This is an optimization exercise on Yosys and OpenROAD, whose aim is small area, not a production implementation. At most, simulation tests tie the RTL to the original design; equivalence was not proved. For run 4, only the layout was checked, not whether the RTL still works. No activity file was given, so power comes from the tool's default toggle rates.

==> flow/design.v <==
module id_stage_pipe #(
  parameter int XLEN     = 32,
  parameter int NREG     = 32,
  parameter int STALL_CW = 16
) (
  input  logic                     clk,
  input  logic                     rst,
  input  logic                     if_valid,
  input  logic [31:0]              if_instr,
  input  logic [XLEN-1:0]          if_pc,
  output logic                     id_ready,
  input  logic                     ex_ready,
  input  logic                     flush,
  input  logic                     wb_en,
  input  logic [$clog2(NREG)-1:0]  wb_addr,
  input  logic [XLEN-1:0]          wb_data,
  output logic                     ex_valid,
  output logic [XLEN-1:0]          ex_pc,
  output logic [XLEN-1:0]          ex_rs_data,
  output logic [XLEN-1:0]          ex_rt_data,
  output logic [XLEN-1:0]          ex_imm,
  output logic [$clog2(NREG)-1:0]  ex_rd,
  output logic [5:0]               ex_func,
  output logic [2:0]               ex_alu_op,
  output logic                     ex_mem_read,
  output logic                     ex_mem_write,
  output logic                     ex_reg_write,
  output logic                     ex_mem_to_reg,
  output logic [STALL_CW-1:0]      stall_count
);
  localparam int AW = $clog2(NREG);
  logic [5:0]    opcode;
  logic [AW-1:0] rs_addr, rt_addr, rd_addr;
  assign opcode  = if_instr[31:26];
  assign rs_addr = if_instr[21 +: AW];
  assign rt_addr = if_instr[16 +: AW];
  assign rd_addr = if_instr[11 +: AW];
  logic unused_instr_bits;
  assign unused_instr_bits = ^if_instr[25:6];
  logic [NREG-1:1] wdec;    
  logic [NREG-1:1] sdec;    
  logic [NREG-1:1] tdec;    
  logic [NREG-1:1] vld;     
  logic [NREG-1:1] rdok;    
  logic [XLEN-1:0] regs [1:NREG-1];
  for (genvar i = 1; i < NREG; i++) begin : g_reg
    assign wdec[i] = wb_en && (wb_addr == AW'(i));
    assign sdec[i] = (rs_addr == AW'(i));
    assign tdec[i] = (rt_addr == AW'(i));
    assign rdok[i] = rst && vld[i] && !wdec[i];
    always_ff @(posedge clk) begin
      vld[i] <= rst && (vld[i] || wdec[i]);
    end
    always_ff @(posedge clk) begin
      if (wdec[i]) regs[i] <= wb_data;
    end
  end
  logic            byp_rs, byp_rt;
  logic [XLEN-1:0] rs_data, rt_data;
  assign byp_rs = rst && |(sdec & wdec);
  assign byp_rt = rst && |(tdec & wdec);
  logic [NREG-1:0] ssel, tsel;    
  assign ssel = {sdec & rdok, byp_rs};
  assign tsel = {tdec & rdok, byp_rt};
  logic [XLEN-1:0] rdat [NREG];
  always_comb begin
    rdat[0] = wb_data;
    for (int i = 1; i < NREG; i++) rdat[i] = regs[i];
  end
  for (genvar b = 0; b < XLEN; b++) begin : g_rd
    logic [NREG-1:0] col;
    for (genvar i = 0; i < NREG; i++) begin : g_col
      assign col[i] = rdat[i][b];
    end
    ao_sel32 u_rs (.d(col), .s(ssel), .y(rs_data[b]));
    ao_sel32 u_rt (.d(col), .s(tsel), .y(rt_data[b]));
  end
  logic is_r, is_addi, is_lw, is_sw, is_beq;
  assign is_r    = (opcode == 6'h00);
  assign is_addi = (opcode == 6'h08);
  assign is_lw   = (opcode == 6'h23);
  assign is_sw   = (opcode == 6'h2B);
  assign is_beq  = (opcode == 6'h04);
  logic          dec_rw, dec_x, dec_y;
  logic [AW-1:0] dec_dest;
  assign dec_rw   = is_r | is_addi | is_lw;
  assign dec_x    = is_r | is_beq;
  assign dec_y    = is_lw | is_sw;
  assign dec_dest = is_r ? rd_addr : ((is_addi | is_lw) ? rt_addr : '0);
  logic          c_rw, c_x, c_y;
  logic [15:0]   ex_imm_r;
  assign ex_mem_read   = c_rw & c_y;
  assign ex_mem_to_reg = c_rw & c_y;
  assign ex_mem_write  = ~c_rw & c_y;
  assign ex_reg_write  = c_rw;
  assign ex_alu_op     = {1'b0, c_rw & c_x, ~c_rw & c_x};
  assign ex_imm        = {{16{ex_imm_r[15]}}, ex_imm_r};
  assign ex_func       = ex_imm_r[5:0];
  logic rt_is_src, load_use;
  assign rt_is_src = is_r | is_sw | is_beq;
  assign load_use  = ex_valid && ex_mem_read && (ex_rd != '0) && if_valid &&
                     ((ex_rd == rs_addr) || ((ex_rd == rt_addr) && rt_is_src));
  assign id_ready = rst && (flush || (ex_ready && !load_use));
  logic ld;
  assign ld = rst && !flush && ex_ready && !load_use;
  always_ff @(posedge clk) begin
    if (!rst || ld) begin
      ex_pc      <= rst ? if_pc : '0;
      ex_imm_r   <= rst ? if_instr[15:0] : '0;
      ex_rs_data <= rs_data;
      ex_rt_data <= rt_data;
      ex_rd      <= rst ? dec_dest : '0;
      c_rw       <= rst && dec_rw;
      c_x        <= rst && dec_x;
      c_y        <= rst && dec_y;
    end
  end
  always_ff @(posedge clk) begin
    if (!rst)                    ex_valid <= 1'b0;
    else if (flush)              ex_valid <= 1'b0;
    else if (ex_ready)           ex_valid <= if_valid && !load_use;
  end
  always_ff @(posedge clk) begin
    if (!rst)
      stall_count <= '0;
    else if (!flush && ex_ready && load_use && stall_count != '1)
      stall_count <= stall_count + STALL_CW'(1);
  end
endmodule
module aoi222 (
  input  logic a0, b0, a1, b1, a2, b2,
  output logic y
);
  assign y = ~((a0 & b0) | (a1 & b1) | (a2 & b2));
endmodule
module aoi22 (
  input  logic a0, b0, a1, b1,
  output logic y
);
  assign y = ~((a0 & b0) | (a1 & b1));
endmodule
module ao_sel32 (
  input  logic [31:0] d,
  input  logic [31:0] s,
  output logic        y
);
  logic [10:0] n;
  for (genvar g = 0; g < 10; g++) begin : g_aoi
    aoi222 u (.a0(d[3*g]), .b0(s[3*g]), .a1(d[3*g+1]), .b1(s[3*g+1]),
              .a2(d[3*g+2]), .b2(s[3*g+2]), .y(n[g]));
  end
  aoi22 u_last (.a0(d[30]), .b0(s[30]), .a1(d[31]), .b1(s[31]), .y(n[10]));
  assign y = ~(&n);
endmodule
==> flow/flow/run.sh <==
#!/bin/bash
# Standard ORFS layout, with two changes to how the layout is built:
#  - port buffers use the smallest buffer cell (buf_1) instead of ORFS's pick;
#  - clock tree synthesis uses clkbuf_8 with small sink clusters and adds no
#    dummy loads.
set -euo pipefail
bash standard.sh \
  BUFFER_PORTS_ARGS="-buffer_cell sky130_fd_sc_hd__buf_1" \
  CTS_ARGS="-sink_clustering_enable -repair_clock_nets -dont_use_dummy_load -buf_list sky130_fd_sc_hd__clkbuf_8 -sink_clustering_size 16 -sink_clustering_max_diameter 40" \
  finish > standard.log 2>&1
==> flow/standard.sh <==
#!/bin/bash
# synth_recipe.tcl (not shown) runs the flow's synth.tcl, then flattens the netlist and writes it again
# the make line also repeats each setting of config.mk as NAME=value (left out here)
make -C /OpenROAD-flow-scripts/flow DESIGN_CONFIG=/design/flow/config.mk WORK_HOME=/design/flow/orfs CLKGATE_MAP_FILE= SYNTH_SCRIPT=/design/flow/synth_recipe.tcl "${@:-finish}"
==> flow/config.mk <==
export PLATFORM = sky130hd
export DESIGN_NAME = id_stage_pipe
export DESIGN_NICKNAME = id_stage_pipe
export VERILOG_FILES = /design/flow/design.v
export SDC_FILE = /design/flow/constraint.sdc
export NUM_CORES = 4
export LEC_CHECK = 0
export CAP_MARGIN = 0
export CORE_MARGIN = 2
export CORE_UTILIZATION = 40
export PLACE_DENSITY = 0.45
export SLEW_MARGIN = 0
export SYNTH_HIERARCHICAL = 1
export SYNTH_MINIMUM_KEEP_SIZE = 0
==> flow/constraint.sdc <==
create_clock -name core_clock -period 5.0 [get_ports {clk}]
set_input_delay 1.0000 -clock core_clock [delete_from_list [all_inputs] [get_ports {clk}]]
set_output_delay 1.0000 -clock core_clock [all_outputs]
set_load 0.01 [all_outputs]
==> results.env, run 1 <==
WORSTSKEWPAIRLATENCY_NS=0.88
PLACE_CONGESTION=0.903
NUM_ROWS=124
POWER.SHARE.CLOCK=0.346
SETUP.WORST_PATH.END_CLASS='output port'
SYNTHMUXAREASHARE=0.000889
SEQCELLAREA_SQ_UM=34400
DIE_AREA_SQ_UM=119000
POSTCTSSETUPREPAIRBUFS=0
CRIT_BUF_INV=3
FIN_WORST_SKEW_NS=0.0862
CTS_REPAIR_RESIZE_COUNT=0
SETUP-TNS-FINAL_NS=0
DESIGN.PORTCOUNT=271
NUMBER_OF_FAILING_SETUP_ENDPOINTS_IN_THE_FINAL_TIMING_REPORT=0
YS_TYPES=63
RSZ_0062_RAISED_AFTER_GLOBAL_ROUTING='no'
POWER.LEAKAGE_nW=16.5
POSTCTSHOLDBUFS=0
POWER_REPORT.INTERNAL_TOTAL_mW=13.9
GR-USAGE-ALL-LAYERS=0.337
AVGVIACOUNTPERCELL=7.41
OVERALL_POWER_AFTER_LAYOUT_mW=17.9
DR.PASS1.ITERS=12
WORST-SLEW-PIN-TRANSITION_NS=1.14
FIN_WORST_HOLD_SLACK_NS=0.392
SETUP.WORST_PATH.CLASS='in2out'
SYNTH_CELLS=2721
CLKSLEWWORSTSETUPHOLDPATHS_NS=0.06
DIE_WIDTH_UM=345
SYNTH_ENABLE_FLOP_CELLS=1112
REPORT.FINAL.HOLD_VIOL_COUNT=0
CRIT_PATH_START_KIND='input pin'
POST-ROUTE-PERIOD-UTIL=0.878
SYNTHTOPCELLSBYAREA='sky130_fd_sc_hd__edfxtp_1 72%, sky130_fd_sc_hd__a222oi_1 14%, sky130_fd_sc_hd__dfxtp_1 2.1%'
CTS-ROOT-TO-SINK-BUFFERS=3
HTREE_LEVELS=4
DRV_SLEW=0
NUMBER_OF_GLOBAL_ROUTE_VIAS_BEFORE_REPAIR=34400
SYNTH-COMPOUND-AREA-SHARE=0.168
INITIAL_CORE_UTIL=0.405
TRITONCTS='done'
RUN_STATUS='finished clean'
FILLERS=10100
POST-SYNTH-TOP-AREA-CELL='sky130_fd_sc_hd__edfxtp_1'
GRT_FIRST_PASS_WIRELENGTH_UM=274000
WORST-PATH-MAX-FANOUT=31
GLOBALROUTE.TOTALOVERFLOW=0
POWER.DENSITY_nW_PER_UM2=334
MAXCLOCKFREQUENCY_MHz=228
SYN_AREA_PER_CELL_SQ_UM=17.1
WORST-ENDPOINT-ARRIVAL_NS=3.39
ASYNCSETRESETFLOPFRACSYNTH=0
SYNTH_AREA_SQ_UM=46400
DRT_DRC_VIOLATIONS_LEFT=0
PATH_COMMON_CELL='sky130_fd_sc_hd__buf_1'
SYNTH_TOP_FLOP_CELL='sky130_fd_sc_hd__edfxtp_1'
SEQ_AREA_FRAC_SYNTH=0.740
SYNTH_FA_HA_AREA_FRAC=0.000270
SEQ_POWER_SHARE=0.614
SYNTH_LARGEST_TYPE_AREA_FRACTION=0.719
VIAS=35400
PORT_BUFFERS=269
YOSYS.AREA_SHARE.SIMPLE=0.0780
DPL.HPWL_UM=112000
MAX-SLEW-MARGIN-REL=0.243
SWSHARE=0.222
DRT_ITER0_DRC=7774
DRTANTENNAVIOLNETS=0
YS_SEQ_ELEMENTS=1160
MAX_INCR_DELAY_ON_CP_NS=0.82
MIN_PERIOD_NS=4.39
AREAGROWTHSYNTHTOFINISH_PCT=15.0
DIE_H_UM=345
FRACTION_OF_POWER_CONSUMED_BY_COMBINATIONAL_CELLS=0.040
MULTIINPUTGATEAREA_SQ_UM=12200
POSTSYNTHNETCOUNT=2829
CORE_AREA_SQ_UM=115000
MAX_CAP_VIOLATIONS=0
FINAL_WIRELENGTH_UM=204000
SYNTHXORXNORAREAFRAC=0.00321
GRT_ANTENNA_BEFORE_REPAIR=4
NETSWITCHINGPOWER_mW=3.96
CTS_BUFFERS=163
CP_TOP_FAMILY='compound AO/OA/AOI/OAI gates'
LAYOUT-DRIVE-GT1-SHARE=0.162
FINAL_CELLS=4779
POST-PLACE-CELLS=4615
MAIN_COMBINATIONAL_CELL_FAMILY_BY_AREA_AFTER_SYNTHESIS='compound AO/OA/AOI/OAI gates'
CPMAXSTAGEDELAYCELL='sky130_fd_sc_hd__o21ai_2'
ROUTED_WIRE_LENGTH_PER_INSTANCE_UM=42.6
IR_DROP_V=0.000219
TIMING.CRITICAL_PATH.REQUIRED_NS=4.00
FINALNETCOUNT=3376
MAXIMUM_NUMBER_OF_PINS_ON_ONE_NET_BEFORE_GLOBAL_ROUTE_REPAIR=39
CRIT_PATH_CELL_TRACE='buf_1 > buf_4 > xnor2_1 > nand4_1 > nor4_4 > o21ai_2 > a21oi_1 > nor2_1 > buf_1'
CLOCK-SINKS=1160
MIN-DELAY-PATH-CLASS='in2reg'
SYNTH_WARNINGS=9
CLOCK_TREE.ROOT_CELL='sky130_fd_sc_hd__clkbuf_8'
[sequential cells by signal (all words and copies together), names as in the netlist, 5 cells and up]
register / count
regs: 992
ex_rs_data: 32
ex_pc: 32
ex_rd: 5
stall_count: 16
ex_imm_r: 16
vld: 31
ex_rt_data: 32
[routing by layer]
metal | share of wire | GRT usage
met1 | 0.37 | 0.446
met2 | 0.45 | 0.518
met3 | 0.13 | 0.0877
met4 | 0.049 | 0.159
met5 | 0.000064 | 0
[per-stage QoR]
step / setup slack [ns] / utilization / cell area, sq um
6_report: 0.608 / 0.466 / 53400
5_1_grt: 0.433 / 0.466 / 53400
4_1_cts: 0.641 / 0.466 / 53400
3_5_place_dp: 0.343 / 0.446 / 51200
3_3_place_gp: 0.503 / 0.446 / 51200
2_1_floorplan: 0.0948 / - / 46500
[path summary, 6_finish.rpt]
path / depth (start not counted) / slack (ns) / endpoint / from
hold / removal: 2 / 0.39 / ex_valid$_SDFFE_PP0P_ / flush
hold reg to reg: 2 / 0.47 / vld[18]$_DFF_P_ / vld[18]$_DFF_P_
setup / recovery: 9 / 0.61 / id_ready / if_instr[17]
setup reg to reg: 7 / 1.84 / ex_rs_data[12]$_DFFE_PP_ / ex_rd[0]$_SDFFCE_PN0P_
[cell type report]
type | count | share of cell area
diodes | 1 | 0.0000469
clock buffers | 163 | 0.0420
multi-input cells | 1470 | 0.228
flip-flops and latches | 1160 | 0.643
repair buffers | 461 | 0.0506
inverters | 12 | 0.000867
well taps | 1512 | 0.0354
[modules after synthesis (local to each module, per instance)]
module         area [sq um]  flops+latches  cells inside  times used
id_stage_pipe         37700           1160          1761           1
aoi22                  12.5              0             1          64
aoi222                 10.0              0             1         640
ao_sel32               23.8              0             4          64
[layout by cell type, fill, tap and decap left out, types with 15 or more instances in the layout]
| master | n |
|---|---|
| sky130_fd_sc_hd__a22oi_2 | 64 |
| sky130_fd_sc_hd__dfxtp_1 | 48 |
| sky130_fd_sc_hd__or3_1 | 81 |
| sky130_fd_sc_hd__nor2_1 | 78 |
| sky130_fd_sc_hd__clkbuf_8 | 163 |
| sky130_fd_sc_hd__nand2b_1 | 16 |
| sky130_fd_sc_hd__nand2_1 | 33 |
| sky130_fd_sc_hd__buf_1 | 268 |
| sky130_fd_sc_hd__nor3_1 | 20 |
| sky130_fd_sc_hd__nor3_2 | 58 |
| sky130_fd_sc_hd__nand4_1 | 137 |
| sky130_fd_sc_hd__edfxtp_1 | 1112 |
| sky130_fd_sc_hd__buf_12 | 20 |
| sky130_fd_sc_hd__a21oi_1 | 18 |
| sky130_fd_sc_hd__nand3_1 | 79 |
| sky130_fd_sc_hd__a222oi_1 | 640 |
| sky130_fd_sc_hd__o21ai_0 | 35 |
| sky130_fd_sc_hd__and2_1 | 52 |
| sky130_fd_sc_hd__nor4_1 | 15 |
| sky130_fd_sc_hd__buf_4 | 172 |
| sky130_fd_sc_hd__nor2_4 | 23 |
[synth_stat cells, types with 3 or more instances]
| cell type | count |
|---|---|
| sky130_fd_sc_hd__edfxtp_1 | 1112 |
| sky130_fd_sc_hd__a222oi_1 | 640 |
| sky130_fd_sc_hd__nand4_1 | 137 |
| sky130_fd_sc_hd__nor2_1 | 101 |
| sky130_fd_sc_hd__nor3_1 | 82 |
| sky130_fd_sc_hd__or3_1 | 81 |
| sky130_fd_sc_hd__nand3_1 | 79 |
| sky130_fd_sc_hd__a22oi_2 | 64 |
| sky130_fd_sc_hd__and2_1 | 53 |
| sky130_fd_sc_hd__clkbuf_1 | 50 |
| sky130_fd_sc_hd__dfxtp_1 | 48 |
| sky130_fd_sc_hd__o21ai_0 | 35 |
| sky130_fd_sc_hd__nand2_1 | 34 |
| sky130_fd_sc_hd__buf_4 | 24 |
| sky130_fd_sc_hd__a21oi_1 | 19 |
| sky130_fd_sc_hd__nand2b_1 | 16 |
| sky130_fd_sc_hd__nor4_1 | 15 |
| sky130_fd_sc_hd__inv_1 | 11 |
| sky130_fd_sc_hd__or4_1 | 10 |
| sky130_fd_sc_hd__xnor2_1 | 10 |
| sky130_fd_sc_hd__nor2b_1 | 8 |
| sky130_fd_sc_hd__xor2_1 | 7 |
| sky130_fd_sc_hd__a22oi_1 | 5 |
| sky130_fd_sc_hd__nand3b_1 | 5 |
| sky130_fd_sc_hd__o31ai_1 | 5 |
| sky130_fd_sc_hd__and3_1 | 4 |
| sky130_fd_sc_hd__nand4b_1 | 4 |
| sky130_fd_sc_hd__or2_2 | 4 |
| sky130_fd_sc_hd__a31oi_1 | 3 |
| sky130_fd_sc_hd__buf_1 | 3 |
| sky130_fd_sc_hd__mux2i_1 | 3 |
| sky130_fd_sc_hd__nand4bb_1 | 3 |
| sky130_fd_sc_hd__nor4b_1 | 3 |
| sky130_fd_sc_hd__o211ai_1 | 3 |
| sky130_fd_sc_hd__o41ai_1 | 3 |
| sky130_fd_sc_hd__or3b_2 | 3 |
[kinds of logic after synthesis]
family / after synthesis
AND/OR/NAND/NOR: 650
other: 1
adder cells (fa/ha/maj): 1
multiplexers: 4
buffers and inverters: 91
flip-flops: 1160
AO/OA/AOI/OAI: 797
XOR/XNOR: 17
[power groups by stage]
stage               Combinational, mW  Sequential [mW]  Clock, mW
floorplan                       0.243             11.2          0
CTS                             0.702             11.0       6.28
global placement                0.690             11.2          0
finish                          0.709             11.0       6.18
global route                    0.753             11.0       6.64
detailed placement              0.700             11.2          0
==> run 2, diff against run 1 <==
--- a/flow/flow/run.sh
+++ b/flow/flow/run.sh
@@ -7,4 +7,4 @@
 bash standard.sh \
   BUFFER_PORTS_ARGS="-buffer_cell sky130_fd_sc_hd__buf_1" \
-  CTS_ARGS="-sink_clustering_enable -repair_clock_nets -dont_use_dummy_load -buf_list sky130_fd_sc_hd__clkbuf_8 -sink_clustering_size 16 -sink_clustering_max_diameter 40" \
+  CTS_ARGS="-sink_clustering_enable -repair_clock_nets -dont_use_dummy_load -buf_list sky130_fd_sc_hd__clkbuf_8 -sink_clustering_size 16 -sink_clustering_max_diameter 80" \
   finish > standard.log 2>&1
==> run 2 against run 1 <==
Register-to-register slack barely moved. Utilization decreased by 0.93 points. Critical path depth did not move. Critical endpoint unchanged. Combinational power about the same.
==> results.env, run 2 <==
CORE_AREA_SQ_UM=115000
RR_STARTPOINT='ex_rd[0]$_SDFFCE_PN0P_'
DRT_DRC_VIOLATIONS_LEFT=0
MIN_PERIOD_NS=4.38
MAX_CAP_VIOLATIONS=0
LAYOUT_COMMONEST_CELL='sky130_fd_sc_hd__edfxtp_1'
FIN_WORST_HOLD_SLACK_NS=0.479
SEQ_AREA_FRAC_SYNTH=0.740
PATH_COMMON_CELL='sky130_fd_sc_hd__buf_1'
MAXCLOCKFREQUENCY_MHz=228
OVERALL_POWER_AFTER_LAYOUT_mW=16.2
SYNTHTOPCELLSBYAREA='sky130_fd_sc_hd__edfxtp_1 72%, sky130_fd_sc_hd__a222oi_1 14%, sky130_fd_sc_hd__dfxtp_1 2.1%'
DR.PASS1.ITERS=13
DRT_ITER0_DRC=7961
DIE_H_UM=345
SYNTH_TOP_FLOP_CELL='sky130_fd_sc_hd__edfxtp_1'
FINALNETCOUNT=3298
CTS-ROOT-TO-SINK-BUFFERS=3
HOLDCRITSTARTPOINT='vld[14]$_DFF_P_'
FILLERS=10100
IR_DROP_V=0.000171
NUM_ROWS=124
GLOBALROUTE.TOTALOVERFLOW=0
LAYOUT.CELLS.MOST_COMMON_LIST='1,112 x sky130_fd_sc_hd__edfxtp_1, 640 x sky130_fd_sc_hd__a222oi_1, 268 x sky130_fd_sc_hd__buf_1'
TIMING.REG2REG.SETUP_SLACK_NS=1.83
CRIT_PATH_START_KIND='input pin'
SYNTH_WARNINGS=9
PORT_BUFFERS=269
SETUP-TNS-FINAL_NS=0
WORST_R2R_PATH_DEPTH=7
CP_TOP_FAMILY='compound AO/OA/AOI/OAI gates'
DESIGN.PORTCOUNT=271
REGTOREGENDPOINT='ex_rs_data[12]$_DFFE_PP_'
POWER.LEAKAGE_nW=15.9
GRT_FIRST_PASS_WIRELENGTH_UM=273000
CTS_REPAIR_RESIZE_COUNT=0
FIN_WORST_SKEW_NS=0.0885
VIAS=35000
DIE_WIDTH_UM=345
POSTSYNTHNETCOUNT=2829
POST-ROUTE-PERIOD-UTIL=0.875
MAX_INCR_DELAY_ON_CP_NS=0.81
GR-USAGE-ALL-LAYERS=0.335
YOSYSMOSTFREQUENTCELL='sky130_fd_sc_hd__edfxtp_1'
SYNTH_AREA_SQ_UM=46400
TIMING.CRITICAL_PATH.REQUIRED_NS=4.00
CLOCK_TREE.ROOT_CELL='sky130_fd_sc_hd__clkbuf_8'
DPL.HPWL_UM=112000
HTREE_LEVELS=3
DRV_SLEW=0
SETUP.WORST_PATH.END_CLASS='output port'
HOLD_PATH_END='vld[14]$_DFF_P_'
SYNTH_COMMON_CELLS='1,112 x sky130_fd_sc_hd__edfxtp_1, 640 x sky130_fd_sc_hd__a222oi_1, 137 x sky130_fd_sc_hd__nand4_1'
POSTCTSHOLDBUFS=0
POST-PLACE-CELLS=4615
LAYOUT-DRIVE-GT1-SHARE=0.142
POSTLAYOUTCOREUTIL=0.457
SETUP.WORST_PATH.CLASS='in2out'
AVGVIACOUNTPERCELL=7.44
RSZ_0062_RAISED_AFTER_GLOBAL_ROUTING='no'
CLOCK-SINKS=1160
SYN_AREA_PER_CELL_SQ_UM=17.1
WORST-SLEW-PIN-TRANSITION_NS=1.17
MAX-SLEW-MARGIN-REL=0.221
NUMBER_OF_GLOBAL_ROUTE_VIAS_BEFORE_REPAIR=33600
ROUTED_WIRE_LENGTH_PER_INSTANCE_UM=43.2
ASYNCSETRESETFLOPFRACSYNTH=0
DIE_AREA_SQ_UM=119000
MAXIMUM_NUMBER_OF_PINS_ON_ONE_NET_BEFORE_GLOBAL_ROUTE_REPAIR=39
MIN-DELAY-PATH-CLASS='reg2reg'
SYNTH_CELLS=2721
NUMBER_OF_FAILING_SETUP_ENDPOINTS_IN_THE_FINAL_TIMING_REPORT=0
REGMOSTFLOPS='regs'
FINAL_CELLS=4704
PLACE_CONGESTION=0.903
REPORT.FINAL.HOLD_VIOL_COUNT=0
YS_TYPES=63
YS_SEQ_ELEMENTS=1160
RUN_STATUS='finished clean'
CLKSLEWWORSTSETUPHOLDPATHS_NS=0.08
WORST-PATH-MAX-FANOUT=31
CRIT_PATH_CELL_TRACE='buf_1 > buf_4 > xnor2_1 > nand4_1 > nor4_4 > o21ai_2 > a21oi_1 > nor2_1 > buf_1'
TIMING.HOLD.WORST_PATH_DEPTH=2
SYNTH_LARGEST_TYPE_AREA_FRACTION=0.719
CRIT_BUF_INV=3
TRITONCTS='done'
POSTCTSSETUPREPAIRBUFS=0
POWER.DENSITY_nW_PER_UM2=310
POST-SYNTH-TOP-AREA-CELL='sky130_fd_sc_hd__edfxtp_1'
GRT_ANTENNA_BEFORE_REPAIR=10
FLIP_FLOP_COUNT_OF_THE_LARGEST_REGISTER_AFTER_LAYOUT=992
INITIAL_CORE_UTIL=0.405
DRTANTENNAVIOLNETS=0
WORSTSKEWPAIRLATENCY_NS=0.80
CPMAXSTAGEDELAYCELL='sky130_fd_sc_hd__o21ai_2'
SYNTH_ENABLE_FLOP_CELLS=1112
FINAL_WIRELENGTH_UM=203000
AREAGROWTHSYNTHTOFINISH_PCT=12.7
WORST-ENDPOINT-ARRIVAL_NS=3.38
CTS_BUFFERS=85
-- run 2: cell counts after synthesis --
Identical to the previous run, type by type.
-- run 2: per-stage QoR --
stage,setup slack (ns),area [sq um]
6_report,0.623,52300
5_1_grt,0.433,52300
4_1_cts,0.641,52300
3_5_place_dp,0.343,51200
3_3_place_gp,0.503,51200
2_1_floorplan,0.0948,46500
-- run 2: per-module statistics from Yosys, one instance, submodules excluded --
module,cell area (sq um),times used,cells inside,flip-flops and latches
aoi22,12.5,64,1,0
aoi222,10.0,640,1,0
id_stage_pipe,37700,1,1761,1160
ao_sel32,23.8,64,4,0
-- run 2: layout make-up --
cell class	count	area, sq um	area share
Antenna cell	4	10.0	0.000191
Clock buffer	85	1170	0.0223
Inverter	12	46.3	0.000884
Multi-Input combinational cell	1470	12200	0.233
Sequential cell	1160	34400	0.656
Tap cell	1512	1890	0.0361
Timing Repair Buffer	461	2700	0.0516
-- run 2: layer usage --
metal  global-route usage  vias to the layer above  part of all wire
met1                0.451                    18100              0.38
met3               0.0793                      490              0.12
li1                     -                    13600                 -
met4                0.145                       10             0.050
met2                0.519                     2802              0.45
met5                    0                        -           0.00034
-- run 2: worst max path at each step --
stage | cells past startpoint | slack, ns | startpoint | to
after floorplan | 12 | 0.09 | wb_addr[4] | ex_rs_data[0]$_DFFE_PP_
after global placement | 11 | 0.50 | wb_addr[1] | ex_rt_data[26]$_DFFE_PP_
after detailed placement | 13 | 0.34 | wb_addr[1] | ex_rs_data[16]$_DFFE_PP_
after CTS | 9 | 0.64 | if_instr[17] | id_ready
after global routing | 9 | 0.43 | if_instr[17] | id_ready
final | 9 | 0.62 | if_instr[17] | id_ready
-- run 2: kinds of logic after synthesis --
kind of cell / share of synthesized area
adders and majority gates: 0.000269
AOI/OAI and AO/OA: 0.168
and+or+nand+nor: 0.0780
xor gates and xnor gates: 0.00321
other: 0.0000808
muxes: 0.000889
buffers and inverters: 0.00949
DFF: 0.740
-- run 2: power by group --
| part | total, mW | switching [mW] | internal [mW] |
|---|---|---|---|
| Clock | 4.55 | 3.03 | 1.52 |
| Sequential | 10.9 | 0.113 | 10.8 |
| Combinational | 0.709 | 0.527 | 0.182 |
-- run 2: worst min-delay path: stages, from the launching register on --
cell and delay, ns:
sky130_fd_sc_hd__dfxtp_1 0.33, sky130_fd_sc_hd__nor2_1 0.05, sky130_fd_sc_hd__nor2_1 0.07
==> run 3, diff against run 2 <==
==> flow/run.sh (new file) <==
#!/bin/bash
# synth_recipe.tcl (not shown) runs the flow's synth.tcl, then flattens the netlist and writes it again
# the make line also repeats each setting of config.mk as NAME=value (left out here)
make -C /OpenROAD-flow-scripts/flow DESIGN_CONFIG=/design/flow/config.mk WORK_HOME=/design/flow/orfs CLKGATE_MAP_FILE= SYNTH_SCRIPT=/design/flow/synth_recipe.tcl finish
--- a/flow/config.mk
+++ b/flow/config.mk
@@ -9,4 +9,7 @@
 export CORE_MARGIN = 2
 export CORE_UTILIZATION = 40
+export CTS_BUF_LIST = sky130_fd_sc_hd__clkbuf_8
+export CTS_CLUSTER_DIAMETER = 40
+export CTS_CLUSTER_SIZE = 16
 export PLACE_DENSITY = 0.45
 export SLEW_MARGIN = 0
removed: flow/flow/run.sh
removed: flow/standard.sh
==> run 3 against run 2 <==
Synthesized cell count unchanged. Global-route usage shrank 0.48 points. Utilization is 4.1 points higher. Largest power group unchanged. First-iteration DRC count grew 1.6%. Maximum frequency is 1.9% higher. Power grew 26%. Die area is the same. Clock power is 89% higher. Highest routed layer unchanged. Still clean on timing, DRC and antenna. Non-clock buffer count grew 15. Via count increased by 1.6%. Flip-flop and latch count is the same. Critical path depth stayed put.
==> results.env, run 3 <==
RUN_STATUS='finished clean'
REGTOREGENDPOINT='ex_imm_r[13]$_SDFFCE_PN0P_'
CTS-ROOT-TO-SINK-BUFFERS=3
DRV_SLEW=0
POWER.LEAKAGE_nW=18.1
DRT_ITER0_DRC=8088
WORST_R2R_PATH_DEPTH=7
SYNTH_ENABLE_FLOP_CELLS=1112
PLACE_CONGESTION=0.894
MAX-SLEW-MARGIN-REL=0.0646
POWER.DENSITY_nW_PER_UM2=358
MAXIMUM_NUMBER_OF_PINS_ON_ONE_NET_BEFORE_GLOBAL_ROUTE_REPAIR=64
LAYOUT.CELLS.MOST_COMMON_LIST='1,112 x sky130_fd_sc_hd__edfxtp_1, 640 x sky130_fd_sc_hd__a222oi_1, 268 x sky130_fd_sc_hd__clkdlybuf4s50_1'
WORST-ENDPOINT-ARRIVAL_NS=3.30
PORT_BUFFERS=269
RR_STARTPOINT='ex_rd[1]$_SDFFCE_PN0P_'
CP_TOP_FAMILY='buffers and inverters'
CTS_BUFFERS=166
DR.PASS1.ITERS=15
DIE_AREA_SQ_UM=119000
REPORT.FINAL.HOLD_VIOL_COUNT=0
OVERALL_POWER_AFTER_LAYOUT_mW=20.4
POST-ROUTE-PERIOD-UTIL=0.859
AVGVIACOUNTPERCELL=7.19
GRT_FIRST_PASS_WIRELENGTH_UM=271000
CTS_REPAIR_RESIZE_COUNT=0
FIN_WORST_SKEW_NS=0.0471
INITIAL_CORE_UTIL=0.405
FINAL_CELLS=4942
MAX_CAP_VIOLATIONS=0
DPL.HPWL_UM=115000
DESIGN.PORTCOUNT=271
POSTCTSHOLDBUFS=0
YOSYSMOSTFREQUENTCELL='sky130_fd_sc_hd__edfxtp_1'
WORST-SLEW-PIN-TRANSITION_NS=1.40
NUM_ROWS=124
HOLD_PATH_END='vld[29]$_DFF_P_'
TIMING.HOLD.WORST_PATH_DEPTH=2
NUMBER_OF_FAILING_SETUP_ENDPOINTS_IN_THE_FINAL_TIMING_REPORT=0
GRT_MOST_USED_LAYER='met2'
VIAS=35500
SYNTH_CELLS=2721
DRTANTENNAVIOLNETS=0
DIE_H_UM=345
WORST-PATH-MAX-FANOUT=11
MET2_TRACK_USAGE_GR=0.506
MAXCLOCKFREQUENCY_MHz=233
TIMING.REG2REG.SETUP_SLACK_NS=2.02
GR-USAGE-ALL-LAYERS=0.330
FINAL_WIRELENGTH_UM=200000
FINAL_DESIGN_AREA_NO_FILL_SQ_UM=57100
SYNTHTOPCELLSBYAREA='sky130_fd_sc_hd__edfxtp_1 72%, sky130_fd_sc_hd__a222oi_1 14%, sky130_fd_sc_hd__dfxtp_1 2.1%'
SYN_AREA_PER_CELL_SQ_UM=17.1
FIN_WORST_HOLD_SLACK_NS=0.469
FLIP_FLOP_COUNT_OF_THE_LARGEST_REGISTER_AFTER_LAYOUT=992
AREAGROWTHSYNTHTOFINISH_PCT=23.0
SETUP.WORST_PATH.CLASS='in2out'
GRT_ANTENNA_BEFORE_REPAIR=11
ASYNCSETRESETFLOPFRACSYNTH=0
NUMBER_OF_GLOBAL_ROUTE_VIAS_BEFORE_REPAIR=34600
RSZ_0062_RAISED_AFTER_GLOBAL_ROUTING='no'
PLACEMENT.CELL_AREA_SQ_UM=53300
GLOBAL_ROUTE.USAGE.MET3=0.0974
TRITONCTS='done'
POSTSYNTHNETCOUNT=2829
POST-PLACE-CELLS=4630
FILLERS=9627
HOLDCRITSTARTPOINT='vld[29]$_DFF_P_'
CRIT_PATH_START_KIND='input pin'
USE_MET1=0.434
CLOCK_TREE.ROOT_CELL='sky130_fd_sc_hd__clkbuf_8'
FIN_WS_NS=0.704
YS_SEQ_ELEMENTS=1160
LAYOUT_COMMONEST_CELL='sky130_fd_sc_hd__edfxtp_1'
PATH_COMMON_CELL='sky130_fd_sc_hd__clkdlybuf4s50_1'
FINALNETCOUNT=3394
REGMOSTFLOPS='regs'
LAYOUT-DRIVE-GT1-SHARE=0.193
SETUP-TNS-FINAL_NS=0
HTREE_LEVELS=4
SYNTH_TOP_FLOP_CELL='sky130_fd_sc_hd__edfxtp_1'
POST-SYNTH-TOP-AREA-CELL='sky130_fd_sc_hd__edfxtp_1'
SETUP.WORST_PATH.END_CLASS='output port'
CLOCK-SINKS=1160
SYNTH_COMMON_CELLS='1,112 x sky130_fd_sc_hd__edfxtp_1, 640 x sky130_fd_sc_hd__a222oi_1, 137 x sky130_fd_sc_hd__nand4_1'
POSTLAYOUTCOREUTIL=0.498
CRIT_PATH_CELL_TRACE='clkdlybuf4s50_1 > buf_4 > xnor2_1 > nand4_1 > nor4_4 > o21ai_2 > a21oi_1 > nor2_1 > clkdlybuf4s50_1'
GLOBALROUTE.TOTALOVERFLOW=0
SEQCELLAREA_SQ_UM=34400
CPMAXSTAGEDELAYCELL='sky130_fd_sc_hd__clkdlybuf4s50_1'
MAX_INCR_DELAY_ON_CP_NS=0.74
CORE_AREA_SQ_UM=115000
MIN-DELAY-PATH-CLASS='reg2reg'
CLKSLEWWORSTSETUPHOLDPATHS_NS=0.06
POSTCTSSETUPREPAIRBUFS=0
SYNTH_LARGEST_TYPE_AREA_FRACTION=0.719
IR_DROP_V=0.000239
WORSTSKEWPAIRLATENCY_NS=0.88
YS_TYPES=63
CRIT_BUF_INV=3
MIN_PERIOD_NS=4.30
MULTIINPUTGATEAREA_SQ_UM=12200
TIMING.CRITICAL_PATH.REQUIRED_NS=4.00
SEQ_AREA_FRAC_SYNTH=0.740
SYNTH_WARNINGS=9
DIE_WIDTH_UM=345
PRE_CTS_WS_NS=0.0141
SYNTH_AREA_SQ_UM=46400
DRT_DRC_VIOLATIONS_LEFT=0
ROUTED_WIRE_LENGTH_PER_INSTANCE_UM=40.5
==> run 3: layer usage <==
metal	wire length, um	share of wire	up-vias
met5	131	0.00065	-
met4	8920	0.045	8
met3	25900	0.13	462
met2	89800	0.45	2868
met1	75400	0.38	18200
li1	-	-	14000
==> run 3: cell families (layout without fill, tap and decap cells) <==
| family | Yosys count | count (layout) | share of synthesized area |
|---|---|---|---|
| adder cells (fa/ha/maj) | 1 | 1 | 0.000269 |
| AND/OR/NAND/NOR | 650 | 650 | 0.0780 |
| multiplexers | 4 | 4 | 0.000889 |
| XOR/XNOR | 17 | 17 | 0.00321 |
| buffers and inverters | 91 | 796 | 0.00949 |
| flip-flops | 1160 | 1160 | 0.740 |
| AO/OA/AOI/OAI | 797 | 797 | 0.168 |
| other | 1 | 5 | 0.0000808 |
==> run 3: layout make-up <==
class,count,area share
Inverter,12,0.000789
Antenna cell,4,0.000175
Clock buffer,171,0.0412
Timing Repair Buffer,476,0.0850
Sequential cell,1160,0.602
Multi-Input combinational cell,1470,0.213
Tap cell,1512,0.0331
Clock inverter,137,0.0249
==> run 3: how the worst max path moves through the flow <==
| stage | slack, ns | to | start | depth (start not counted) |
|---|---|---|---|---|
| after floorplan | 0.09 | ex_rs_data[0]$_DFFE_PP_ | wb_addr[4] | 12 |
| after global placement | 0.01 | ex_rs_data[12]$_DFFE_PP_ | wb_addr[0] | 12 |
| after detailed placement | 0.01 | ex_rs_data[12]$_DFFE_PP_ | wb_addr[0] | 12 |
| after CTS | 0.68 | id_ready | if_instr[17] | 9 |
| after global routing | 0.53 | id_ready | if_instr[17] | 9 |
| final | 0.70 | id_ready | if_instr[17] | 9 |
==> run 3: worst register-to-register path: stages, from the launching register on <==
cell and delay [ns]:
sky130_fd_sc_hd__edfxtp_1 0.46, sky130_fd_sc_hd__or4_1 0.58, sky130_fd_sc_hd__o2111a_1 0.26, sky130_fd_sc_hd__o21ai_2 0.07, sky130_fd_sc_hd__buf_4 0.29, sky130_fd_sc_hd__nand2_1 0.19, sky130_fd_sc_hd__nand2_8 0.35, sky130_fd_sc_hd__buf_4 0.43
==> run 3: modules after synthesis, one instance, submodules excluded <==
module / cells inside / cell area [sq um] / times used
id_stage_pipe: 1761 / 37700 / 1
ao_sel32: 4 / 23.8 / 64
aoi222: 1 / 10.0 / 640
aoi22: 1 / 12.5 / 64
==> run 3: report_power, final <==
part	total, mW	switching [mW]	leakage (nW)	internal, mW
registers	10.9	0.109	10.6	10.8
logic	0.898	0.536	5.62	0.362
clock network	8.58	4.10	1.92	4.48
==> run 4, diff against run 3 <==
--- a/flow/design.v
+++ b/flow/design.v
@@ -60,19 +60,11 @@
   assign byp_rs = rst && |(sdec & wdec);
   assign byp_rt = rst && |(tdec & wdec);
-  logic [NREG-1:0] ssel, tsel;    
-  assign ssel = {sdec & rdok, byp_rs};
-  assign tsel = {tdec & rdok, byp_rt};
-  logic [XLEN-1:0] rdat [NREG];
   always_comb begin
-    rdat[0] = wb_data;
-    for (int i = 1; i < NREG; i++) rdat[i] = regs[i];
-  end
-  for (genvar b = 0; b < XLEN; b++) begin : g_rd
-    logic [NREG-1:0] col;
-    for (genvar i = 0; i < NREG; i++) begin : g_col
-      assign col[i] = rdat[i][b];
+    rs_data = {XLEN{byp_rs}} & wb_data;
+    rt_data = {XLEN{byp_rt}} & wb_data;
+    for (int i = 1; i < NREG; i++) begin
+      rs_data = rs_data | ({XLEN{sdec[i] && rdok[i]}} & regs[i]);
+      rt_data = rt_data | ({XLEN{tdec[i] && rdok[i]}} & regs[i]);
     end
-    ao_sel32 u_rs (.d(col), .s(ssel), .y(rs_data[b]));
-    ao_sel32 u_rt (.d(col), .s(tsel), .y(rt_data[b]));
   end
   logic is_r, is_addi, is_lw, is_sw, is_beq;
@@ -128,27 +120,2 @@
   end
 endmodule
-module aoi222 (
-  input  logic a0, b0, a1, b1, a2, b2,
-  output logic y
-);
-  assign y = ~((a0 & b0) | (a1 & b1) | (a2 & b2));
-endmodule
-module aoi22 (
-  input  logic a0, b0, a1, b1,
-  output logic y
-);
-  assign y = ~((a0 & b0) | (a1 & b1));
-endmodule
-module ao_sel32 (
-  input  logic [31:0] d,
-  input  logic [31:0] s,
-  output logic        y
-);
-  logic [10:0] n;
-  for (genvar g = 0; g < 10; g++) begin : g_aoi
-    aoi222 u (.a0(d[3*g]), .b0(s[3*g]), .a1(d[3*g+1]), .b1(s[3*g+1]),
-              .a2(d[3*g+2]), .b2(s[3*g+2]), .y(n[g]));
-  end
-  aoi22 u_last (.a0(d[30]), .b0(s[30]), .a1(d[31]), .b1(s[31]), .y(n[10]));
-  assign y = ~(&n);
-endmodule
==> flow/config.mk (replaced) <==
export PLATFORM = sky130hd
export DESIGN_NAME = id_stage_pipe
export DESIGN_NICKNAME = id_stage_pipe
export VERILOG_FILES = /design/flow/design.v
export SDC_FILE = /design/flow/constraint.sdc
export NUM_CORES = 4
export LEC_CHECK = 0
export CAP_MARGIN = 20
export CORE_MARGIN = 2
export CORE_UTILIZATION = 40
export SLEW_MARGIN = 20
==> run 4 against run 3 <==
Still clean. Maximum frequency shrank 8.1%. First-iteration DRC count increased by 27%. Die area is 6.5% higher. Global-route usage increased by 2.3 points. Synthesized cell count up 24%. Non-clock buffer count is 63 higher. Clock power rose by 5.9%. Combinational power grew 11%. Via count up 16%. Power increased by 3.2%. Setup slack got worse by 0.38 ns.
==> results.env, run 4 <==
LAYOUT-DRIVE-GT1-SHARE=0.150
MAX_CAP_VIOLATIONS=0
INITIAL_CORE_UTIL=0.401
SETUP.WORST_PATH.CLASS='in2reg'
MIN-DELAY-PATH-CLASS='reg2reg'
NUMBER_OF_FAILING_SETUP_ENDPOINTS_IN_THE_FINAL_TIMING_REPORT=0
WORST-SLEW-PIN-TRANSITION_NS=1.21
DRV_SLEW=0
CORE_AREA_SQ_UM=123000
MAXIMUM_NUMBER_OF_PINS_ON_ONE_NET_BEFORE_GLOBAL_ROUTE_REPAIR=72
SYNTH_LARGEST_TYPE_AREA_FRACTION=0.675
SYNTHTOPCELLSBYAREA='sky130_fd_sc_hd__edfxtp_1 67%, sky130_fd_sc_hd__a22oi_1 9.5%, sky130_fd_sc_hd__a22o_1 2.6%'
DR.PASS1.ITERS=17
ROUTED_WIRE_LENGTH_PER_INSTANCE_UM=41.9
DIE_WIDTH_UM=356
CLOCK_TREE.ROOT_CELL='sky130_fd_sc_hd__clkbuf_16'
POST-ROUTE-PERIOD-UTIL=0.935
FINALNETCOUNT=3860
POWER.DENSITY_nW_PER_UM2=350
MIN_PERIOD_NS=4.68
GRT_FIRST_PASS_WIRELENGTH_UM=311000
SYNTH_WARNINGS=2
VIAS=41100
TRITONCTS='done'
FIN_WORST_SKEW_NS=0.0359
DIE_H_UM=356
POWER.LEAKAGE_nW=18.8
GR-USAGE-ALL-LAYERS=0.353
DPL.HPWL_UM=127000
CLOCK-SINKS=1160
WORST-ENDPOINT-ARRIVAL_NS=5.14
OVERALL_POWER_AFTER_LAYOUT_mW=21.1
NUMBER_OF_GLOBAL_ROUTE_VIAS_BEFORE_REPAIR=38500
SYNTH_ENABLE_FLOP_CELLS=1112
CTS-ROOT-TO-SINK-BUFFERS=3
CTS_REPAIR_RESIZE_COUNT=0
SYNTH_CELLS=3378
LAYOUT.CELLS.MOST_COMMON_LIST='1,112 x sky130_fd_sc_hd__edfxtp_1, 628 x sky130_fd_sc_hd__a22oi_1, 256 x sky130_fd_sc_hd__clkdlybuf4s50_1'
CRIT_PATH_CELL_TRACE='clkdlybuf4s50_1 > nand4bb_1 > o2111a_2 > a22o_1 > a221oi_1 > nand3_1 > nor4_1 > buf_4 > o211ai_1'
TIMING.CRITICAL_PATH.REQUIRED_NS=5.47
NUM_ROWS=129
FINAL_DESIGN_AREA_NO_FILL_SQ_UM=60100
FINAL_WIRELENGTH_UM=230000
POST-PLACE-CELLS=5266
SETUP.WORST_PATH.END_CLASS='register'
CPMAXSTAGEDELAYCELL='sky130_fd_sc_hd__nor4_1'
YOSYSMOSTFREQUENTCELL='sky130_fd_sc_hd__edfxtp_1'
SYN_AREA_PER_CELL_SQ_UM=14.7
AVGVIACOUNTPERCELL=7.48
GRT_ANTENNA_BEFORE_REPAIR=7
POSTSYNTHNETCOUNT=3486
RSZ_0062_RAISED_AFTER_GLOBAL_ROUTING='no'
DRTANTENNAVIOLNETS=0
LAYOUT_COMMONEST_CELL='sky130_fd_sc_hd__edfxtp_1'
RUN_STATUS='finished clean'
SEQ_AREA_FRAC_SYNTH=0.694
REGMOSTFLOPS='regs'
SYNTH_COMMON_CELLS='1,112 x sky130_fd_sc_hd__edfxtp_1, 629 x sky130_fd_sc_hd__a22oi_1, 184 x sky130_fd_sc_hd__nand3_1'
DRT_ITER0_DRC=10200
MAX-SLEW-MARGIN-REL=0.191
DESIGN.PORTCOUNT=271
YS_TYPES=78
POSTCTSSETUPREPAIRBUFS=0
REPORT.FINAL.HOLD_VIOL_COUNT=0
AREAGROWTHSYNTHTOFINISH_PCT=21.5
POSTCTSHOLDBUFS=0
WORST-PATH-MAX-FANOUT=19
IR_DROP_V=0.000284
DIE_AREA_SQ_UM=127000
ASYNCSETRESETFLOPFRACSYNTH=0
CRIT_PATH_START_KIND='input pin'
WORSTSKEWPAIRLATENCY_NS=0.76
PORT_BUFFERS=269
PLACEMENT.CELL_AREA_SQ_UM=56300
POSTLAYOUTCOREUTIL=0.488
MAX_INCR_DELAY_ON_CP_NS=0.93
FINAL_CELLS=5492
HTREE_LEVELS=3
SYNTH_AREA_SQ_UM=49500
CLKSLEWWORSTSETUPHOLDPATHS_NS=0.06
POST-SYNTH-TOP-AREA-CELL='sky130_fd_sc_hd__edfxtp_1'
YS_SEQ_ELEMENTS=1160
FLIP_FLOP_COUNT_OF_THE_LARGEST_REGISTER_AFTER_LAYOUT=992
FIN_WORST_HOLD_SLACK_NS=0.476
SYNTH_TOP_FLOP_CELL='sky130_fd_sc_hd__edfxtp_1'
GLOBALROUTE.TOTALOVERFLOW=0
MAXCLOCKFREQUENCY_MHz=214
PLACE_CONGESTION=0.981
CTS_BUFFERS=121
DRT_DRC_VIOLATIONS_LEFT=0
run 4: path summary, 6_finish.rpt:
kind	start	end	slack (ns)	cells after the start
worst min register to register	vld[20]$_DFF_P_	vld[20]$_DFF_P_	0.48	2
worst min-delay path	vld[20]$_DFF_P_	vld[20]$_DFF_P_	0.48	2
worst max register to register	vld[3]$_DFF_P_	ex_rt_data[2]$_DFFE_PP_	1.74	8
worst max-delay path	wb_addr[2]	ex_rt_data[2]$_DFFE_PP_	0.32	9
run 4: final cells by class:
type / instances / area [sq um]
inverter: 44 / 165
antenna: 3 / 7.51
clock buffer: 146 / 3160
multi-input combinational: 1886 / 14300
tap: 1637 / 2050
sequential: 1160 / 34400
fill: 10500 / 63200
timing repair buffer: 539 / 5350
clock inverter: 77 / 763
run 4: per-stage QoR:
stage | setup WS, ns | TNS [ns]
finish | 0.324 | 0
global route | 0.250 | 0
CTS | 0.467 | 0
detailed placement | -0.0733 | -0.0733
global placement | -0.0818 | -0.0818
floorplan | 0.533 | 0
run 4: power breakdown:
| group | internal, mW | leakage (nW) | switching, mW |
|---|---|---|---|
| Clock | 5.16 | 1.89 | 3.94 |
| Sequential | 10.9 | 10.6 | 0.110 |
| Combinational | 0.375 | 6.37 | 0.628 |
| Total | 16.4 | 18.8 | 4.67 |
run 4: critical path: cells and delay by family:
family	cells	cell delay (ns)
buffers and inverters	2	1.15
AO/OA/AOI/OAI	4	1.47
AND/OR/NAND/NOR	3	1.49
run 4: cells by family (layout without fill, tap and decap cells):
kind of cell,after synthesis,count (layout),share of synthesized area
xor+xnor,20,20,0.00354
fa+ha+maj,1,1,0.000253
flops,1160,1160,0.694
compound gates,1165,1165,0.192
simple gates,698,698,0.0783
mux,1,1,0.000202
buf+inv,332,806,0.0313
other cells,1,4,0.0000758
run 4: per-layer routing:
metal	track usage	share of wire	wire length, um	vias up
met5	0.00302	0.00043	99	-
met2	0.510	0.41	95200	4770
met4	0.205	0.076	17400	11
met3	0.129	0.17	38700	1205
li1	-	-	-	15100
met1	0.455	0.34	78800	20000
==> run 5, diff against run 4 <==
--- a/flow/design.v
+++ b/flow/design.v
@@ -38,15 +38,26 @@
   logic unused_instr_bits;
   assign unused_instr_bits = ^if_instr[25:6];
+  logic [3:0]      w_hi, s_hi, t_hi;
+  logic [7:0]      w_lo, s_lo, t_lo;
   logic [NREG-1:1] wdec;    
-  logic [NREG-1:1] sdec;    
-  logic [NREG-1:1] tdec;    
   logic [NREG-1:1] vld;     
   logic [NREG-1:1] rdok;    
+  logic [NREG-1:0] ssel, tsel;    
   logic [XLEN-1:0] regs [1:NREG-1];
+  for (genvar k = 0; k < 4; k++) begin : g_hi
+    assign w_hi[k] = wb_en && (wb_addr[4:3] == 2'(k));
+    assign s_hi[k] = (rs_addr[4:3] == 2'(k));
+    assign t_hi[k] = (rt_addr[4:3] == 2'(k));
+  end
+  for (genvar k = 0; k < 8; k++) begin : g_lo
+    assign w_lo[k] = (wb_addr[2:0] == 3'(k));
+    assign s_lo[k] = (rs_addr[2:0] == 3'(k));
+    assign t_lo[k] = (rt_addr[2:0] == 3'(k));
+  end
   for (genvar i = 1; i < NREG; i++) begin : g_reg
-    assign wdec[i] = wb_en && (wb_addr == AW'(i));
-    assign sdec[i] = (rs_addr == AW'(i));
-    assign tdec[i] = (rt_addr == AW'(i));
+    and2g u_wd (.a(w_hi[i/8]), .b(w_lo[i%8]), .y(wdec[i]));
     assign rdok[i] = rst && vld[i] && !wdec[i];
+    and3g u_sd (.a(s_hi[i/8]), .b(s_lo[i%8]), .c(rdok[i]), .y(ssel[i]));
+    and3g u_td (.a(t_hi[i/8]), .b(t_lo[i%8]), .c(rdok[i]), .y(tsel[i]));
     always_ff @(posedge clk) begin
       vld[i] <= rst && (vld[i] || wdec[i]);
@@ -56,15 +67,22 @@
     end
   end
-  logic            byp_rs, byp_rt;
+  logic byp_rs_a, byp_rt_a;
+  assign byp_rs_a = rst && wb_en && (rs_addr != '0);
+  assign byp_rt_a = rst && wb_en && (rt_addr != '0);
+  and2g u_bs (.a(byp_rs_a), .b(wb_addr == rs_addr), .y(ssel[0]));
+  and2g u_bt (.a(byp_rt_a), .b(wb_addr == rt_addr), .y(tsel[0]));
   logic [XLEN-1:0] rs_data, rt_data;
-  assign byp_rs = rst && |(sdec & wdec);
-  assign byp_rt = rst && |(tdec & wdec);
+  logic [XLEN-1:0] rdat [NREG];
   always_comb begin
-    rs_data = {XLEN{byp_rs}} & wb_data;
-    rt_data = {XLEN{byp_rt}} & wb_data;
-    for (int i = 1; i < NREG; i++) begin
-      rs_data = rs_data | ({XLEN{sdec[i] && rdok[i]}} & regs[i]);
-      rt_data = rt_data | ({XLEN{tdec[i] && rdok[i]}} & regs[i]);
+    rdat[0] = wb_data;
+    for (int i = 1; i < NREG; i++) rdat[i] = regs[i];
+  end
+  for (genvar b = 0; b < XLEN; b++) begin : g_rd
+    logic [NREG-1:0] col;
+    for (genvar i = 0; i < NREG; i++) begin : g_col
+      assign col[i] = rdat[i][b];
     end
+    ao_sel32 u_rs (.d(col), .s(ssel), .y(rs_data[b]));
+    ao_sel32 u_rt (.d(col), .s(tsel), .y(rt_data[b]));
   end
   logic is_r, is_addi, is_lw, is_sw, is_beq;
@@ -120,2 +138,39 @@
   end
 endmodule
+module and2g (
+  input  logic a, b,
+  output logic y
+);
+  assign y = a & b;
+endmodule
+module and3g (
+  input  logic a, b, c,
+  output logic y
+);
+  assign y = a & b & c;
+endmodule
+module aoi222 (
+  input  logic a0, b0, a1, b1, a2, b2,
+  output logic y
+);
+  assign y = ~((a0 & b0) | (a1 & b1) | (a2 & b2));
+endmodule
+module aoi22 (
+  input  logic a0, b0, a1, b1,
+  output logic y
+);
+  assign y = ~((a0 & b0) | (a1 & b1));
+endmodule
+module ao_sel32 (
+  input  logic [31:0] d,
+  input  logic [31:0] s,
+  output logic        y
+);
+  logic [10:0] n;
+  for (genvar g = 0; g < 10; g++) begin : g_aoi
+    aoi222 u (.a0(d[3*g]), .b0(s[3*g]), .a1(d[3*g+1]), .b1(s[3*g+1]),
+              .a2(d[3*g+2]), .b2(s[3*g+2]), .y(n[g]));
+  end
+  aoi22 u_last (.a0(d[30]), .b0(s[30]), .a1(d[31]), .b1(s[31]), .y(n[10]));
+  assign y = ~(&n);
+endmodule
==> flow/flow/run.sh (new file) <==
#!/bin/bash
# Standard ORFS layout, with two changes to how the layout is built:
#  - port buffers use the smallest buffer cell (buf_1) instead of ORFS's pick;
#  - clock tree synthesis uses clkbuf_8 with small sink clusters and adds no
#    dummy loads.
set -euo pipefail
bash standard.sh \
  BUFFER_PORTS_ARGS="-buffer_cell sky130_fd_sc_hd__buf_1" \
  CTS_ARGS="-sink_clustering_enable -repair_clock_nets -dont_use_dummy_load -buf_list sky130_fd_sc_hd__clkbuf_8 -sink_clustering_size 16 -sink_clustering_max_diameter 80" \
  finish > standard.log 2>&1
==> flow/standard.sh (new file) <==
#!/bin/bash
# synth_recipe.tcl (not shown) runs the flow's synth.tcl, then flattens the netlist and writes it again
# the make line also repeats each setting of config.mk as NAME=value (left out here)
make -C /OpenROAD-flow-scripts/flow DESIGN_CONFIG=/design/flow/config.mk WORK_HOME=/design/flow/orfs CLKGATE_MAP_FILE= SYNTH_SCRIPT=/design/flow/synth_recipe.tcl "${@:-finish}"
--- a/flow/config.mk
+++ b/flow/config.mk
@@ -6,6 +6,10 @@
 export NUM_CORES = 4
 export LEC_CHECK = 0
-export CAP_MARGIN = 20
+export CAP_MARGIN = 0
 export CORE_MARGIN = 2
 export CORE_UTILIZATION = 40
-export SLEW_MARGIN = 20
+export GPL_TIMING_DRIVEN = 0
+export PLACE_DENSITY = 0.45
+export SLEW_MARGIN = 0
+export SYNTH_HIERARCHICAL = 1
+export SYNTH_MINIMUM_KEEP_SIZE = 0
removed: flow/run.sh
==> run 5 against run 4 <==
Final cell count decreased by 17%. Register-to-register slack gained 0.35 ns. Power decreased by 24%. Still clean. Non-clock buffer count fell by 150. Sequential power hardly changed. Critical path type unchanged.
==> results.env, run 5 <==
WORST_R2R_PATH_DEPTH=8
PORT_BUFFERS=260
WORST-SLEW-PIN-TRANSITION_NS=1.39
SETUP-TNS-FINAL_NS=0
REGTOREGENDPOINT='ex_rs_data[24]$_DFFE_PP_'
AVGVIACOUNTPERCELL=7.41
FINALNETCOUNT=3163
INITIAL_CORE_UTIL=0.403
FINAL_WIRELENGTH_UM=196000
CTS-ROOT-TO-SINK-BUFFERS=3
YS_SEQ_ELEMENTS=1160
SYNTHTOPCELLSBYAREA='sky130_fd_sc_hd__edfxtp_1 73%, sky130_fd_sc_hd__a222oi_1 14%, sky130_fd_sc_hd__dfxtp_1 2.1%'
SYNTH_WARNINGS=9
MAX-SLEW-MARGIN-REL=0.0706
SYNTHMUXAREASHARE=0.000871
SYNTH_LARGEST_TYPE_AREA_FRACTION=0.726
SEQ_AREA_FRAC_SYNTH=0.747
CLOCK_TREE.ROOT_CELL='sky130_fd_sc_hd__clkbuf_8'
CRIT_PATH_CELL_TRACE='buf_1 > nor3b_1 > and2_4 > nor2_1 > and3_2 > buf_12 > a222oi_1 > nand4_1 > or3_1'
GRT_FIRST_PASS_WIRELENGTH_UM=261000
MIN-DELAY-PATH-CLASS='reg2reg'
CRIT_PATH_START_KIND='input pin'
CLKSLEWWORSTSETUPHOLDPATHS_NS=0.12
HTREE_LEVELS=3
CTS_BUFFERS=83
YS_TYPES=50
SYN_AREA_PER_CELL_SQ_UM=17.5
GR-USAGE-ALL-LAYERS=0.324
ROUTED_WIRE_LENGTH_PER_INSTANCE_UM=42.8
RSZ_0062_RAISED_AFTER_GLOBAL_ROUTING='no'
POST-SYNTH-TOP-AREA-CELL='sky130_fd_sc_hd__edfxtp_1'
FLIP_FLOP_COUNT_OF_THE_LARGEST_REGISTER_AFTER_LAYOUT=992
TIMING.REG2REG.SETUP_SLACK_NS=2.09
VIAS=33900
SETUP.WORST_PATH.CLASS='in2reg'
POSTCTSHOLDBUFS=0
GLOBALROUTE.TOTALOVERFLOW=0
DRT_ITER0_DRC=8270
DRT_DRC_VIOLATIONS_LEFT=0
TIMING.CRITICAL_PATH.TO='ex_rs_data[23]$_DFFE_PP_'
NUMBER_OF_FAILING_SETUP_ENDPOINTS_IN_THE_FINAL_TIMING_REPORT=0
LAYOUT.CELLS.MOST_COMMON_LIST='1,112 x sky130_fd_sc_hd__edfxtp_1, 640 x sky130_fd_sc_hd__a222oi_1, 256 x sky130_fd_sc_hd__buf_1'
SYNTH_TOP_FLOP_CELL='sky130_fd_sc_hd__edfxtp_1'
CP_TOP_FAMILY='simple AND/OR/NAND/NOR gates'
YOSYS.AREA_SHARE.SIMPLE=0.0786
CPMAXSTAGEDELAYCELL='sky130_fd_sc_hd__and2_4'
IR_DROP_V=0.000199
POST-ROUTE-PERIOD-UTIL=0.953
POSTCTSSETUPREPAIRBUFS=0
SYNTH_COMMON_CELLS='1,112 x sky130_fd_sc_hd__edfxtp_1, 640 x sky130_fd_sc_hd__a222oi_1, 134 x sky130_fd_sc_hd__nand4_1'
TRITONCTS='done'
WORSTSKEWPAIRLATENCY_NS=0.80
LAYOUT_COMMONEST_CELL='sky130_fd_sc_hd__edfxtp_1'
POSTSYNTHNETCOUNT=2741
OVERALL_POWER_AFTER_LAYOUT_mW=16.0
TIMING.CRITICAL_PATH.REQUIRED_NS=5.48
SETUP.WORST_PATH.END_CLASS='register'
DRTANTENNAVIOLNETS=0
WORST-PATH-MAX-FANOUT=34
FIN_WORST_SKEW_NS=0.0630
CTS_REPAIR_RESIZE_COUNT=0
CP.DEPTH=9
DRV_SLEW=0
SYNTH_AREA_SQ_UM=46000
REGMOSTFLOPS='regs'
DIE_H_UM=343
DPL.HPWL_UM=115000
DIE_AREA_SQ_UM=118000
DESIGN.PORTCOUNT=271
AREAGROWTHSYNTHTOFINISH_PCT=12.5
SYNTH_CELLS=2633
CRIT_BUF_INV=2
PLACE_CONGESTION=0.824
CLOCK-SINKS=1160
SYNTH_FA_HA_AREA_FRAC=0.000272
MAX_CAP_VIOLATIONS=0
LAYOUT-DRIVE-GT1-SHARE=0.118
GLOBAL_ROUTE.USAGE.MET3=0.0918
CORE_AREA_SQ_UM=114000
REPORT.FINAL.HOLD_VIOL_COUNT=0
MET2_TRACK_USAGE_GR=0.481
RR_STARTPOINT='ex_rd[1]$_SDFFCE_PN0P_'
POWER.LEAKAGE_nW=16.1
RUN_STATUS='finished clean'
SYNTHXORXNORAREAFRAC=0.00400
NUMBER_OF_GLOBAL_ROUTE_VIAS_BEFORE_REPAIR=32800
SYNTH-COMPOUND-AREA-SHARE=0.162
POWER.DENSITY_nW_PER_UM2=309
MAXIMUM_NUMBER_OF_PINS_ON_ONE_NET_BEFORE_GLOBAL_ROUTE_REPAIR=35
MAXCLOCKFREQUENCY_MHz=210
MAX_INCR_DELAY_ON_CP_NS=0.97
DR.PASS1.ITERS=10
GRT_MOST_USED_LAYER='met2'
MAIN_COMBINATIONAL_CELL_FAMILY_BY_AREA_AFTER_SYNTHESIS='compound AO/OA/AOI/OAI gates'
NUM_ROWS=124
DIE_WIDTH_UM=343
SETUP.WORST_PATH.START='wb_en'
USE_MET1=0.445
YOSYSMOSTFREQUENTCELL='sky130_fd_sc_hd__edfxtp_1'
WORST-ENDPOINT-ARRIVAL_NS=5.25
MIN_PERIOD_NS=4.77
SYNTH_ENABLE_FLOP_CELLS=1112
GRT_ANTENNA_BEFORE_REPAIR=6
FIN_WORST_HOLD_SLACK_NS=0.490
ASYNCSETRESETFLOPFRACSYNTH=0
run 5: tightest hold or removal path, stage by stage (launching register included):
cell,delay [ns]
sky130_fd_sc_hd__dfxtp_1,0.35
sky130_fd_sc_hd__nor2_1,0.05
sky130_fd_sc_hd__nor2_1,0.07
run 5: cell type report:
cell class / count / area (sq um)
repair buffers: 337 / 2540
fillers: 10000 / 62400
multi-input cells: 1416 / 11500
flip-flops and latches: 1160 / 34400
well taps: 1512 / 1890
plain buffers: 52 / 295
inverters: 5 / 18.8
clock buffers: 83 / 1140
diodes: 4 / 10.0
run 5: layer usage:
metal | vias up | wire length [um]
li1 | 13100 | -
met1 | 17300 | 74800
met2 | 2873 | 83900
met3 | 522 | 27100
met4 | 2 | 9630
met5 | - | 94
run 5: worst min-delay path by stage:
| stage | from | endpoint | slack (ns) | cells after the start |
|---|---|---|---|---|
| after floorplan | vld[10]$_DFF_P_ | vld[10]$_DFF_P_ | 0.44 | 2 |
| after global placement | vld[6]$_DFF_P_ | vld[6]$_DFF_P_ | 0.45 | 2 |
| after detailed placement | vld[1]$_DFF_P_ | vld[1]$_DFF_P_ | 0.46 | 2 |
| after CTS | if_instr[9] | ex_imm_r[9]$_SDFFCE_PN0P_ | 0.45 | 2 |
| after global routing | if_pc[24] | ex_pc[24]$_SDFFCE_PN0P_ | 0.48 | 2 |
| final | vld[12]$_DFF_P_ | vld[12]$_DFF_P_ | 0.49 | 2 |
run 5: per-module statistics from Yosys (local to each module, per instance):
module / area (sq um) / cells inside / flops+latches
and3g: 6.26 / 1 / 0
ao_sel32: 23.8 / 4 / 0
aoi22: 12.5 / 1 / 0
and2g: 6.26 / 1 / 0
aoi222: 10.0 / 1 / 0
id_stage_pipe: 36700 / 1578 / 1160
run 5: through the flow:
| stage | utilization | setup slack [ns] | instances | instance area, sq um |
|---|---|---|---|---|
| final | 0.453 | 0.234 | 4569 | 51700 |
| after global routing | 0.453 | 0.257 | 4567 | 51700 |
| after CTS | 0.453 | 0.516 | 4564 | 51700 |
| after detailed placement | 0.443 | -0.313 | 4481 | 50600 |
| after global placement | 0.428 | -2.33 | 4405 | 48900 |
| after floorplan | - | 0.824 | 2633 | 46000 |
run 5: report_power, final:
| group | leakage [nW] | internal (mW) | switching [mW] |
|---|---|---|---|
| Combinational | 4.96 | 0.137 | 0.414 |
| Clock | 0.597 | 1.49 | 3.05 |
| Sequential | 10.6 | 10.8 | 0.0806 |
| Total | 16.1 | 12.4 | 3.55 |
run 5: logic make-up (layout without fill, tap and decap cells):
| kind of cell | Yosys count | in the layout |
|---|---|---|
| AOI/OAI and AO/OA | 743 | 743 |
| xor gates and xnor gates | 21 | 21 |
| adders and majority gates | 1 | 1 |
| buffers and inverters | 57 | 477 |
| DFF | 1160 | 1160 |
| muxes | 4 | 4 |
| other | 1 | 5 |
| and+or+nand+nor | 646 | 646 |

-- what the ideal ports hide --
How much do the figures lean on ideal ports? The routed layouts below were timed once more, with nothing changed but the port constraints. Step 1 sets driving cells, clkbuf_16 on the clock port and buf_2 on the other inputs (assumed; they add their load-dependent delay and slew). Step 2 times the ports against the registers' clock, not the clock port: input delays grow and output delays shrink by t, the midpoint of the rising clock arrivals with the driver on. Slacks: ideal / step 1 / step 2; pairs: ideal / step 1.
| run | t, ns | setup WS [ns] | hold WS [ns] | slew at the worst register clock pin (ns) | cell pins on the clock port's net |
|---|---|---|---|---|---|
| run 1 | 0.916 | 0.608 / 0.578 / 0.241 | 0.392 / 0.342 / 0.467 | 0.09 / 0.09 | 1 |
| run 2 | 0.828 | 0.623 / 0.592 / 0.238 | 0.479 / 0.431 / 0.479 | 0.11 / 0.11 | 1 |
| run 3 | 0.932 | 0.704 / 0.670 / -0.115 | 0.469 / 0.469 / 0.469 | 0.09 / 0.09 | 1 |
| run 4 | 0.806 | 0.324 / 0.366 / -0.440 | 0.476 / 0.476 / 0.476 | 0.07 / 0.07 | 1 |
| run 5 | 0.831 | 0.234 / 0.236 / -0.595 | 0.490 / 0.470 / 0.490 | 0.12 / 0.12 | 1 |
Met with ideal ports but missed after step 2: setup timing in run 3, run 4 and run 5. The setup slack of run 5, which loses most, moves by +0.002 ns with the drivers and by -0.829 ns with both steps.
